What follows belongs to an exercise in optimizing a design on an open flow for small area; a production flow would make more cautious choices. In this exercise RTL edits were held to simulation tests only and were not proved equivalent to the original. Power is estimated from default activity; no workload was simulated.

==> flow/design.v <==
`default_nettype none
`timescale 1ns/100ps
package uart_proto_pkg;
    localparam logic [7:0] SOF_BYTE  = 8'hA5;   
    localparam logic [7:0] CMD_RESET = 8'hFF;   
    typedef enum logic [1:0] {
        SIZE_BYTE = 2'd0,
        SIZE_HALF = 2'd1,
        SIZE_WORD = 2'd2,
        SIZE_RSVD = 2'd3     
    } size_e;
    typedef struct packed {
        logic       rw;      
        logic       inc;     
        size_e      size;
        logic [3:0] len;     
    } cmd_fields_t;
    typedef enum logic [1:0] {
        FLD_CMD  = 2'd0,
        FLD_ADDR = 2'd1,
        FLD_DATA = 2'd2,
        FLD_CRC  = 2'd3
    } field_e;
endpackage
`default_nettype wire
`default_nettype none
`timescale 1ns/100ps
package parser_status_pkg;
    typedef enum logic [7:0] {
        ST_OK      = 8'h00,
        ST_CRC_ERR = 8'h01,
        ST_CMD_INV = 8'h02      
    } status_e;
    localparam int MAX_DATA_BYTES = 64;
    localparam int DATA_COUNT_W = 7;
endpackage
`default_nettype wire
`default_nettype none
`timescale 1ns/100ps
module uart_frame_parser (
    input  wire          clk,
    input  wire          rst,
    input  wire  [7:0]   rx_data,
    input  wire          rx_valid,
    output logic         rx_ready,
    output logic         frame_valid,
    input  wire          frame_ready,
    output logic [7:0]   frame_cmd,
    output logic [31:0]  frame_addr,
    output logic [511:0] frame_data,
    output logic [6:0]   frame_count,
    output logic [7:0]   frame_status,
    output logic         soft_reset
);
    typedef enum logic [2:0] {
        S_HUNT = 3'd0,
        S_CMD  = 3'd1,
        S_ADDR = 3'd2,
        S_DATA = 3'd3,
        S_CRC  = 3'd4
    } state_t;
    state_t      state;
    logic        done;        
    logic [7:0]  cmd_q;
    logic [7:0]  crc_q;       
    logic [6:0]  cnt_q;       
    logic [31:0] addr_q;
    logic [511:0] data_q;
    logic        accept;
    logic        is_cmd;
    logic [7:0]  crc_next;
    logic        no_data;
    logic [5:0]  last_idx;    
    logic        crc_zero;
    logic        good_reset;
    logic        cmd_inv;
    function automatic logic [7:0] crc8_next(input logic [7:0] crc, input logic [7:0] data);
        logic [7:0] c;
        c = crc ^ data;
        for (int i = 0; i < 8; i++) begin
            c = c[7] ? ((c << 1) ^ 8'h07) : (c << 1);
        end
        crc8_next = c;
    endfunction
    assign rx_ready = !done || frame_ready;
    assign accept   = rx_valid && rx_ready;
    assign is_cmd   = (state == S_CMD);
    assign crc_next = crc8_next(is_cmd ? 8'h00 : crc_q, rx_data);
    assign no_data  = cmd_q[7] || (cmd_q[5:4] == 2'd3);
    always_comb begin
        case (cmd_q[5:4])
            2'd0:    last_idx = {2'b00, cmd_q[3:0]};
            2'd1:    last_idx = {1'b0, cmd_q[3:0], 1'b1};
            default: last_idx = {cmd_q[3:0], 2'b11};
        endcase
    end
    assign crc_zero   = (crc_q == 8'h00);
    assign good_reset = (cmd_q == 8'hFF) && crc_zero;
    assign frame_valid  = done && !good_reset;
    assign soft_reset   = done && good_reset;
    assign frame_cmd    = cmd_q;
    assign frame_addr   = addr_q;
    assign frame_data   = data_q;
    assign frame_count  = cnt_q;
    assign cmd_inv      = (cmd_q[5:4] == 2'd3) && (cmd_q != 8'hFF);
    assign frame_status = {6'b0, cmd_inv, !cmd_inv && !crc_zero};
    always_ff @(posedge clk) begin
        if (rst) begin
            state <= S_HUNT;
            done  <= 1'b0;
        end else begin
            if (done && (frame_ready || good_reset)) done <= 1'b0;
            if (accept) begin
                case (state)
                    S_HUNT: if (rx_data == 8'hA5) state <= S_CMD;
                    S_CMD:  state <= (rx_data == 8'hFF) ? S_CRC : S_ADDR;
                    S_ADDR: if (cnt_q[1:0] == 2'd3) state <= no_data ? S_CRC : S_DATA;
                    S_DATA: if (cnt_q[5:0] == last_idx) state <= S_CRC;
                    default: begin
                        state <= S_HUNT;
                        done  <= 1'b1;
                    end
                endcase
            end
        end
    end
    always_ff @(posedge clk) begin
        if (accept) begin
            if (state != S_HUNT) crc_q <= crc_next;
            case (state)
                S_CMD:  begin
                    cmd_q <= rx_data;
                    cnt_q <= 7'd0;
                end
                S_ADDR: cnt_q[1:0] <= cnt_q[1:0] + 2'd1;
                S_DATA: cnt_q <= cnt_q + 7'd1;
                default: ;
            endcase
        end
    end
    logic        keep;        
    logic [3:0]  aw;          
    logic [63:0] dw;          
    assign keep = !(accept && is_cmd);
    logic [7:0]  drow;
    logic [7:0]  dcol;
    always_comb begin
        for (int i = 0; i < 4; i++)
            aw[i] = accept && (state == S_ADDR) && (cnt_q[1:0] == i[1:0]);
        for (int j = 0; j < 8; j++) begin
            drow[j] = accept && (state == S_DATA) && (cnt_q[5:3] == j[2:0]);
            dcol[j] = (cnt_q[2:0] == j[2:0]);
        end
        for (int k = 0; k < 64; k++)
            dw[k] = drow[k / 8] && dcol[k % 8];
    end
    always_ff @(posedge clk) begin
        for (int i = 0; i < 4; i++)
            addr_q[8*i +: 8] <= (rx_data & {8{aw[i]}}) | (addr_q[8*i +: 8] & {8{keep}});
        for (int k = 0; k < 64; k++)
            data_q[8*k +: 8] <= (rx_data & {8{dw[k]}}) | (data_q[8*k +: 8] & {8{keep}});
    end
endmodule
`default_nettype wire
export LEC_CHECK = 0
export ABC_AREA = 1
export CAP_MARGIN = 20
export CORE_MARGIN = 2
export CORE_UTILIZATION = 65
export SLEW_MARGIN = 20
create_clock -name core_clock -period 8.0 [get_ports {clk}]
standard.sh (not shown) runs the stock make flow with config.mk's settings and CLKGATE_MAP_FILE= SYNTH_SCRIPT=/design/flow/synth_recipe.tcl, a recipe that flattens the netlist after the stock synthesis.
==> flow/flow/run.sh <==
#!/bin/bash
# Standard layout, with
#  - the port buffers made of the smallest buffer cell,
#  - over-sized logic gates with few loads downsized after placement resizing,
#  - a clock tree of clkbuf_8 leaves over clusters of about 16 registers, with no dummy loads.
set -euo pipefail
bash standard.sh \
  "BUFFER_PORTS_ARGS=-buffer_cell sky130_fd_sc_hd__buf_1" \
  "POST_RESIZE_TCL=$PWD/flow/downsize.tcl" \
  "CTS_ARGS=-sink_clustering_enable -repair_clock_nets -dont_use_dummy_load -buf_list {sky130_fd_sc_hd__clkbuf_8} -sink_clustering_size 16 -sink_clustering_max_diameter 50" \
  finish > make_finish.log 2>&1
==> flow/flow/downsize.tcl <==
# Sourced after the resize step of placement (POST_RESIZE_TCL).
# Synthesis sizes some logic gates for loads they do not have. Swap each logic
# gate that drives at most 16 pins for the size-1 (or size-0) cell of the same
# function, then let repair_design fix any slew or load it breaks.
# Registers, clock cells and tie cells are left as they are.
set db [ord::get_db]
set n 0
foreach inst [[ord::get_db_block] getInsts] {
  set mname [[$inst getMaster] getName]
  if {![regexp {^(sky130_fd_sc_hd__[a-z0-9]+)_([0-9]+)$} $mname -> base size]} continue
  if {[regexp {df|clk|conb|tap|fill|decap} $base]} continue
  set fanout 0
  foreach it [$inst getITerms] {
    if {[$it isOutputSignal] && [$it getNet] != "NULL"} {
      set fanout [llength [[$it getNet] getITerms]]
    }
  }
  if {$fanout > 16} continue
  foreach s {0 1} {
    if {$s >= $size} break
    set m [$db findMaster ${base}_$s]
    if {$m != "NULL"} {
      if {[$m getWidth] < [[$inst getMaster] getWidth]} {
        replace_cell [$inst getName] ${base}_$s
        incr n
      }
      break
    }
  }
}
puts "downsize.tcl: downsized $n instances"
estimate_parasitics -placement
repair_design_helper
The baseline finished clean.
Then changed:
- CAP_MARGIN: 20 -> 5
- SLEW_MARGIN: 20 -> 5
Synthesized cell count stays the same.
Non-clock buffer count does not change.
Worst setup slack is worse by 0.061 ns.
Maximum frequency came out lower by 1.5%.
Design area hardly moves.
Combinational power barely changes.
Critical path depth does not change.
Wire length barely changes.
Area after synthesis does not change.
Then changed:
==> flow/flow/run.sh (replaced) <==
#!/bin/bash
# Standard layout, with the port buffers made of the smallest buffer cell
# and a clock tree of clkbuf_8 leaves over clusters of about 16 registers,
# with no dummy loads.
set -euo pipefail
bash standard.sh \
  "BUFFER_PORTS_ARGS=-buffer_cell sky130_fd_sc_hd__buf_1" \
  "CTS_ARGS=-sink_clustering_enable -repair_clock_nets -dont_use_dummy_load -buf_list {sky130_fd_sc_hd__clkbuf_8} -sink_clustering_size 16 -sink_clustering_max_diameter 50" \
  finish > make_finish.log 2>&1
- CAP_MARGIN: 5 -> 20
- SLEW_MARGIN: 5 -> 20
removed: flow/flow/downsize.tcl
The new run went through all stages and came out clean.
Via count decreases slightly.
Register-to-register slack gains 0.12 ns.
Routed wire length is about the same.
Non-clock buffer count is unchanged.
Worst setup slack improved by 0.11 ns.
Then changed:
--- a/flow/flow/run.sh
+++ b/flow/flow/run.sh
@@ -2,3 +2,4 @@
-# Standard layout, with the port buffers made of the smallest buffer cell
-# and a clock tree of clkbuf_8 leaves over clusters of about 16 registers,
-# with no dummy loads.
+# Standard layout, with
+#  - the port buffers made of the smallest buffer cell,
+#  - over-sized logic gates with few loads downsized after placement resizing,
+#  - a clock tree of clkbuf_8 leaves over clusters of about 16 registers, with no dummy loads.
@@ -7,0 +9 @@
+  "POST_RESIZE_TCL=$PWD/flow/downsize.tcl" \
==> flow/flow/downsize.tcl (new file) <==
# Sourced after the resize step of placement (POST_RESIZE_TCL).
# Synthesis sizes some logic gates for loads they do not have. Swap each logic
# gate that drives at most 16 pins for the size-1 (or size-0) cell of the same
# function, then let repair_design fix any slew or load it breaks.
# Registers, clock cells and tie cells are left as they are.
set db [ord::get_db]
set n 0
foreach inst [[ord::get_db_block] getInsts] {
  set mname [[$inst getMaster] getName]
  if {![regexp {^(sky130_fd_sc_hd__[a-z0-9]+)_([0-9]+)$} $mname -> base size]} continue
  if {[regexp {df|clk|conb|tap|fill|decap} $base]} continue
  set fanout 0
  foreach it [$inst getITerms] {
    if {[$it isOutputSignal] && [$it getNet] != "NULL"} {
      set fanout [llength [[$it getNet] getITerms]]
    }
  }
  if {$fanout > 16} continue
  foreach s {0 1} {
    if {$s >= $size} break
    set m [$db findMaster ${base}_$s]
    if {$m != "NULL"} {
      if {[$m getWidth] < [[$inst getMaster] getWidth]} {
        replace_cell [$inst getName] ${base}_$s
        incr n
      }
      break
    }
  }
}
puts "downsize.tcl: downsized $n instances"
estimate_parasitics -placement
repair_design_helper
- PLACE_DENSITY: not set -> 0.85
=>
- wire length fell by 1.3%
- final area fell by 0.54%
- setup slack is worse by 0.52 ns
- cell count hardly moves
- utilization fell by 0.41 points
- area after synthesis stays the same
- die area stays the same
- total power is about the same

## static timing again, ports no longer ideal
How much do the figures lean on ideal ports? The routed layouts below were timed once more, with nothing changed but the port constraints.
Step 1 (the two cells are an assumption about what drives the block):
set clk [get_ports {clk}]
set_driving_cell -lib_cell sky130_fd_sc_hd__clkbuf_16 $clk
set_driving_cell -lib_cell sky130_fd_sc_hd__buf_2 [delete_from_list [all_inputs] $clk]
Step 2 moves the port delays by t, midway between the first and last clock arrival at a register: inputs arrive t later, outputs are due t later. That takes back most of the time a late clock gives input paths.
a / b / c = ideal ports / drivers / drivers and shift; a / b = the first two.
run	t (ns)	setup WS [ns]	slew at the worst register clock pin (ns)	worst slew at a driven data input, ns	pins driven straight from the clock port
the first run	0.613	4.072 / 4.078 / 3.465	0.10 / 0.10	0.08	1
the second run	0.613	4.011 / 4.025 / 3.412	0.10 / 0.10	0.09	1
the third run	0.617	4.118 / 4.125 / 3.508	0.10 / 0.10	0.08	1
the fourth run	0.617	3.593 / 3.560 / 2.944	0.11 / 0.11	0.10	1
After both steps every run listed still meets setup and hold. The setup slack of the fourth run, which loses most, moves by -0.033 ns with the drivers and by -0.649 ns with both steps.
